This design comes from an exercise in tuning for small area and a short achievable clock period on the open sky130 flow, not from production work. RTL that was checked went through simulation tests only; none was proved equivalent to the original. Power and IR drop assume default switching activity.

==> flow/design.v <==
`timescale 1ns/1ns
package cpuPkg;
  typedef logic [16-1:0] word_t;
  typedef logic [3:0] regIndex_t;
  typedef enum logic [3:0] {
    OP_NOP   = 4'd0,
    OP_ADD   = 4'd1,
    OP_SUB   = 4'd2,
    OP_AND   = 4'd3,
    OP_OR    = 4'd4,
    OP_XOR   = 4'd5,
    OP_MOVI  = 4'd6,
    OP_ADDI  = 4'd7,
    OP_CMPEQ = 4'd8,
    OP_CMPGT = 4'd9,
    OP_LOAD  = 4'd10,
    OP_BT    = 4'd11,
    OP_BF    = 4'd12,
    OP_JR    = 4'd13
  } opcode_t;
  typedef enum logic [2:0] {
    ALU_PASS, ALU_ADD, ALU_SUB, ALU_AND, ALU_OR, ALU_XOR, ALU_CMPEQ, ALU_CMPGT
  } aluOp_t;
  typedef enum logic [1:0] {MEM_NONE, MEM_LOAD} memOp_t;
  typedef enum logic [2:0] {JUMP_NONE, JUMP_REL, JUMP_REG} jumpOp_t;
  typedef enum logic [1:0] {BYP_FILE, BYP_EX, BYP_ME, BYP_IMM} bypassSel_t;
endpackage
`timescale 1ns/1ns
module adder16 (
  input  logic [15:0] a,
  input  logic [15:0] b,
  input  logic        cin,
  output logic [15:0] sum,
  output logic        c15
);
  logic [15:0] g, p, gp;
  always_comb begin
    g = a & b;
    p = a ^ b;
    g[0] = g[0] | (p[0] & cin);
    gp = p;
    for (int l = 0; l < 4; l++) begin
      for (int i = 15; i >= 0; i--) begin
        if (((i >> l) & 1) == 1) begin
          g[i]  = g[i] | (gp[i] & g[((i >> l) << l) - 1]);
          gp[i] = gp[i] & gp[((i >> l) << l) - 1];
        end
      end
    end
  end
  assign sum = p ^ {g[14:0], cin};
  assign c15 = g[14];
endmodule
module addS8 (
  input  logic [15:0] a,
  input  logic [7:0]  b,
  output logic [15:0] y
);
  logic [7:0] g, p, gp, hi, inc, dec;
  logic       allOnes, allZeros, carry;
  always_comb begin
    g = a[7:0] & b;
    p = a[7:0] ^ b;
    gp = p;
    for (int l = 0; l < 3; l++) begin
      for (int i = 7; i >= 0; i--) begin
        if (((i >> l) & 1) == 1) begin
          g[i]  = g[i] | (gp[i] & g[((i >> l) << l) - 1]);
          gp[i] = gp[i] & gp[((i >> l) << l) - 1];
        end
      end
    end
    carry = g[7];
    hi = a[15:8];
    allOnes  = 1'b1;
    allZeros = 1'b1;
    for (int i = 0; i < 8; i++) begin
      inc[i]   = hi[i] ^ allOnes;
      dec[i]   = hi[i] ^ allZeros;
      allOnes  = allOnes & hi[i];
      allZeros = allZeros & !hi[i];
    end
    y[7:0] = p ^ {g[6:0], 1'b0};
    if (carry && !b[7])      y[15:8] = inc;
    else if (!carry && b[7]) y[15:8] = dec;
    else                     y[15:8] = hi;
  end
endmodule
`timescale 1ns/1ns
module cpu (
  input  logic          clk,
  input  logic          reset,
  output logic [15:0]   bAddr,
  input  logic [15:0]   bMemRead,
  output logic [15:0]   aAddr,
  input  logic [15:0]   aMemRead,
  output logic [15:0]   ifPc,
  output logic [15:0]   ifIr,
  output logic [15:0]   exCalResult,
  output logic [1:0]    exMemControl,
  output logic [3:0]    meRegisterT,
  output logic          meWriteEnable,
  output logic [15:0]   meCalResult,
  output logic          tFlag,
  output logic [175:0]  registerValue
);
  logic [15:0] pc;
  logic [15:0] idIr;
  logic        inDelaySlot;
  logic [3:0]  exRegisterT;
  logic        exWriteEnable;
  logic        exLoad;
  logic [15:0] regs [11];
  logic [15:0] opS, opM;
  logic        sFromEx, sFromMe, mFromEx, mFromMe;
  logic [3:0] op;
  assign op = idIr[15:12];
  logic isAdd, isSub, isAnd, isOr, isXor, isMovi, isAddi, isCmpEq, isCmpGt, isLoad;
  logic isBt, isBf, isJr;
  assign isAdd   = op == 4'd1;
  assign isSub   = op == 4'd2;
  assign isAnd   = op == 4'd3;
  assign isOr    = op == 4'd4;
  assign isXor   = op == 4'd5;
  assign isMovi  = op == 4'd6;
  assign isAddi  = op == 4'd7;
  assign isCmpEq = op == 4'd8;
  assign isCmpGt = op == 4'd9;
  assign isLoad  = op == 4'd10;
  assign isBt    = op == 4'd11;
  assign isBf    = op == 4'd12;
  assign isJr    = op == 4'd13;
  logic decWriteEnable;
  assign decWriteEnable = (op >= 4'd1 && op <= 4'd7) || isLoad;
  logic [15:0] rs, rm;
  assign rs = sFromEx ? exCalResult : (sFromMe ? meCalResult : opS);
  assign rm = mFromEx ? exCalResult : (mFromMe ? meCalResult : opM);
  logic        invert, carryIn;
  logic [15:0] bOp, p, g, sum;
  logic        c15;
  assign bOp    = rm ^ {16{invert}};
  assign p      = rs ^ bOp;
  assign g      = rs & bOp;
  adder16 aluAdder (.a(rs), .b(bOp), .cin(carryIn), .sum(sum), .c15(c15));
  logic gt, eq;
  assign gt = (!rs[15] && rm[15]) || ((!rs[15] || rm[15]) && c15);
  assign eq = p == 16'd0;
  logic [15:0] result;
  always_comb begin
    if (isAdd || isAddi || isSub) result = sum;
    else if (isAnd)               result = g;
    else if (isOr)                result = p | g;
    else if (isXor)               result = p;
    else                          result = rm;
  end
  logic tNext;
  assign tNext = isCmpGt ? gt : eq;
  logic [7:0] immA;
  always_comb begin
    if (isMovi)      immA = idIr[7:0];
    else if (isAddi) immA = {{4{idIr[3]}}, idIr[3:0]};
    else if (isLoad) immA = {4'b0, idIr[3:0]};
    else             immA = 8'd0;
  end
  logic [15:0] addrNext;
  addS8 addrAdder (.a(rs), .b(immA), .y(addrNext));
  logic jumpRel, jumpReg;
  assign jumpRel = !inDelaySlot && ((isBt && tFlag) || (isBf && !tFlag));
  assign jumpReg = !inDelaySlot && isJr;
  logic [15:0] pcAdd;
  addS8 pcAdder (.a(pc), .b(jumpRel ? idIr[7:0] : 8'd1), .y(pcAdd));
  logic [15:0] nxtIr;
  assign nxtIr = reset ? 16'd0 : bMemRead;
  logic [3:0] nS, nM;
  logic       nImm;
  assign nS   = bMemRead[7:4];
  assign nM   = bMemRead[3:0];
  assign nImm = nxtIr[15:13] == 3'b011;   
  logic [15:0] readS, readM, immM;
  logic sMeHit, mMeHit;
  assign sMeHit = meWriteEnable && meRegisterT == nS;
  assign mMeHit = meWriteEnable && meRegisterT == nM;
  always_comb begin
    readS = sMeHit && nS < 4'd11 ? meCalResult : 16'd0;
    readM = mMeHit && nM < 4'd11 ? meCalResult : 16'd0;
    for (int i = 0; i < 11; i++) begin
      readS = readS | ({16{nS == 4'(i) && !sMeHit}} & regs[i]);
      readM = readM | ({16{nM == 4'(i) && !mMeHit}} & regs[i]);
    end
  end
  assign immM = nxtIr[12] ? {{12{nxtIr[3]}}, nxtIr[3:0]} : {{8{nxtIr[7]}}, nxtIr[7:0]};
  always_ff @(posedge clk) begin
    if (reset) begin
      pc            <= 16'd0;
      exWriteEnable <= 1'b0;
      meWriteEnable <= 1'b0;
      tFlag         <= 1'b0;
      meCalResult   <= 16'd0;
    end else begin
      pc            <= jumpReg ? rs : pcAdd;
      exWriteEnable <= decWriteEnable;
      meWriteEnable <= exWriteEnable;
      if (isCmpEq || isCmpGt) tFlag <= tNext;
      meCalResult   <= exLoad ? aMemRead : exCalResult;
    end
    idIr        <= nxtIr;
    invert      <= nxtIr[15:12] == 4'd2 || nxtIr[15:12] == 4'd9;
    carryIn     <= nxtIr[15:12] == 4'd2;
    inDelaySlot <= jumpRel || jumpReg;
    exLoad      <= isLoad;
    opS         <= readS;
    opM         <= nImm ? immM : readM;
    sFromEx     <= nS < 4'd11 && decWriteEnable && idIr[11:8] == nS;
    sFromMe     <= nS < 4'd11 && exWriteEnable && exRegisterT == nS;
    mFromEx     <= !nImm && nM < 4'd11 && decWriteEnable && idIr[11:8] == nM;
    mFromMe     <= !nImm && nM < 4'd11 && exWriteEnable && exRegisterT == nM;
    exCalResult <= result;
    exRegisterT <= idIr[11:8];
    aAddr       <= addrNext;
    meRegisterT <= exRegisterT;
  end
  logic [15:0] writeValue;
  assign writeValue = reset ? 16'd0 : meCalResult;
  always_ff @(posedge clk) begin
    for (int i = 0; i < 11; i++) begin
      if (reset || (meWriteEnable && meRegisterT == 4'(i))) regs[i] <= writeValue;
    end
  end
  always_comb begin
    for (int i = 0; i < 11; i++) registerValue[16*i +: 16] = regs[i];
  end
  assign bAddr        = pc;
  assign ifPc         = pc;
  assign ifIr         = bMemRead;
  assign exMemControl = {1'b0, exLoad};
endmodule
clock: 6.0 ns
lec_check: 0
cap_margin: 20
core_margin: 2
core_utilization: 40
setup_slack_margin: 3.0
slew_margin: 20
standard.sh (not shown) runs the stock make flow with config.mk's settings and CLKGATE_MAP_FILE= SYNTH_SCRIPT=/design/flow/synth_recipe.tcl, a recipe that flattens the netlist after the stock synthesis.
==> flow/flow/run.sh <==
#!/bin/bash
# The standard layout, with these changes:
#  - synthesis: flow/my_synth.tcl (abc scripts flow/map.abc for the adder
#    modules, flow/top.abc for the rest; no full/half adder cells);
#  - ports are buffered with the smallest buffer instead of a delay cell;
#  - clock tree synthesis without dummy loads.
# Everything else (floorplan, tap cells, power grid, placement, CTS,
# routing) is the standard flow's own flow, run through standard.sh.
set -euo pipefail
here=$(pwd)
bash standard.sh ADDER_MAP_FILE= SYNTH_SCRIPT="$here/flow/my_synth.tcl" \
  "BUFFER_PORTS_ARGS=-buffer_cell sky130_fd_sc_hd__buf_1" \
  "CTS_ARGS=-sink_clustering_enable -repair_clock_nets -dont_use_dummy_load -buf_list sky130_fd_sc_hd__clkbuf_8" \
  finish > "$here/standard_flow.log" 2>&1
==> flow/flow/map.abc <==
strash
map
topo
stime -c
buffer -c
upsize -c
dnsize -c
==> flow/flow/my_synth.tcl <==
# The standard synthesis script (synth_recipe.tcl) with two changes:
#  - abc maps the adder modules with flow/map.abc (plain mapping of the
#    prefix trees as written) and the rest with flow/top.abc (area-leaning),
#    instead of ORFS's speed script;
#  - the adder modules keep their own hierarchy while abc maps, so abc sees
#    each adder alone; they are flattened at the end, as synth_recipe.tcl does.
# Flip-flops are mapped before abc and all live in the top module, so the
# registers, their names and cells are those of the standard synthesis.
set ::my_dir [file dirname [file normalize [info script]]]
set ::my_keep_done 0
proc abc {args} {
  set i [lsearch -exact $args -script]
  if { $i < 0 } { yosys abc {*}$args; return }
  set j [expr {$i + 1}]
  yosys abc {*}[lreplace $args $j $j $::my_dir/map.abc] adder16 addS8
  yosys abc {*}[lreplace $args $j $j $::my_dir/top.abc] cpu
}
proc synth {args} {
  if { !$::my_keep_done } {
    set ::my_keep_done 1
    yosys setattr -mod -set keep_hierarchy 1 adder16 addS8
  }
  yosys synth -nofsm -noshare {*}$args
}
source $::env(SCRIPTS_DIR)/synth.tcl
# left out here: clear keep_hierarchy, flatten, clean up, hide names made inside functions, write 1_2_yosys.v
==> flow/flow/top.abc <==
strash
&get -n
&fraig -x
&put
scorr
dc2
strash
&get -n
&dch -f
&nf
&put
Then changed:
--- a/flow/design.v
+++ b/flow/design.v
@@ -32,10 +32,14 @@
   input  logic        cin,
   output logic [15:0] sum,
-  output logic        c15
+  output logic        c15,
+  output logic [15:0] andAB,
+  output logic [15:0] xorAB
 );
   logic [15:0] g, p, gp;
-  always_comb begin
-    g = a & b;
-    p = a ^ b;
+  assign andAB = a & b;
+  assign xorAB = a ^ b;
+  always_comb begin
+    g = andAB;
+    p = xorAB;
     g[0] = g[0] | (p[0] & cin);
     gp = p;
@@ -140,18 +144,15 @@
   logic        c15;
   assign bOp    = rm ^ {16{invert}};
-  assign p      = rs ^ bOp;
-  assign g      = rs & bOp;
-  adder16 aluAdder (.a(rs), .b(bOp), .cin(carryIn), .sum(sum), .c15(c15));
+  adder16 aluAdder (.a(rs), .b(bOp), .cin(carryIn), .sum(sum), .c15(c15), .andAB(g), .xorAB(p));
   logic gt, eq;
   assign gt = (!rs[15] && rm[15]) || ((!rs[15] || rm[15]) && c15);
   assign eq = p == 16'd0;
   logic [15:0] result;
-  always_comb begin
-    if (isAdd || isAddi || isSub) result = sum;
-    else if (isAnd)               result = g;
-    else if (isOr)                result = p | g;
-    else if (isXor)               result = p;
-    else                          result = rm;
-  end
+  logic selSum, selG, selP, selRm;
+  assign selSum = isAdd || isAddi || isSub;
+  assign selG   = isAnd || isOr;
+  assign selP   = isXor || isOr;
+  assign selRm  = !(selSum || selG || selP);
+  assign result = ({16{selSum}} & sum) | ({16{selG}} & g) | ({16{selP}} & p) | ({16{selRm}} & rm);
   logic tNext;
   assign tNext = isCmpGt ? gt : eq;
@@ -171,5 +172,5 @@
   addS8 pcAdder (.a(pc), .b(jumpRel ? idIr[7:0] : 8'd1), .y(pcAdd));
   logic [15:0] nxtIr;
-  assign nxtIr = reset ? 16'd0 : bMemRead;
+  assign nxtIr = {reset ? 8'd0 : bMemRead[15:8], bMemRead[7:0]};
   logic [3:0] nS, nM;
   logic       nImm;
After rerunning: Combinational power barely changes. Global-route usage came out lower by 0.17 points. Area after synthesis came out lower by about 3.7%. Power came out lower by about 0.6%. Cell count came out lower by about 6%. Sequential power is about the same. Wire length came out lower by about 4%. Clock-buffer cell count stays the same. Synthesized cell count came out lower by about 7%. Setup slack degrades by 0.077 ns. Hold slack improves by 0.0093 ns. Utilization came out higher by 0.62 points. Register-to-register slack degrades by 0.08 ns.
Function not checked in the second run of this note: the RTL went through the layout flow alone.

-- afterwards: timing with drivers on the ports --
In the flow no input, the clock included, has a driving cell. The finished layouts below were timed again as built, in two steps.
Step 1: set_driving_cell puts a clkbuf_16 on clk and a buf_2 on each other input, an assumption about the parent block.
Step 2 also shifts input and output timing later by t, the mid clock arrival at the registers, as if the neighbouring blocks saw the same clock.
Three values: no drivers, after step 1, after step 2; two values: the first two.
run | t, ns | slack for setup (ns) | slew at the worst register clock pin (ns)
the first run | 0.663 | 3.094 / 3.072 / 2.465 | 0.06 / 0.06
the second run | 0.624 | 3.017 / 3.022 / 2.418 | 0.06 / 0.06
After both steps setup and hold are still met in every run listed. For the first run, which loses most, drivers alone change the setup slack by -0.022 ns; drivers and shift together by -0.629 ns.
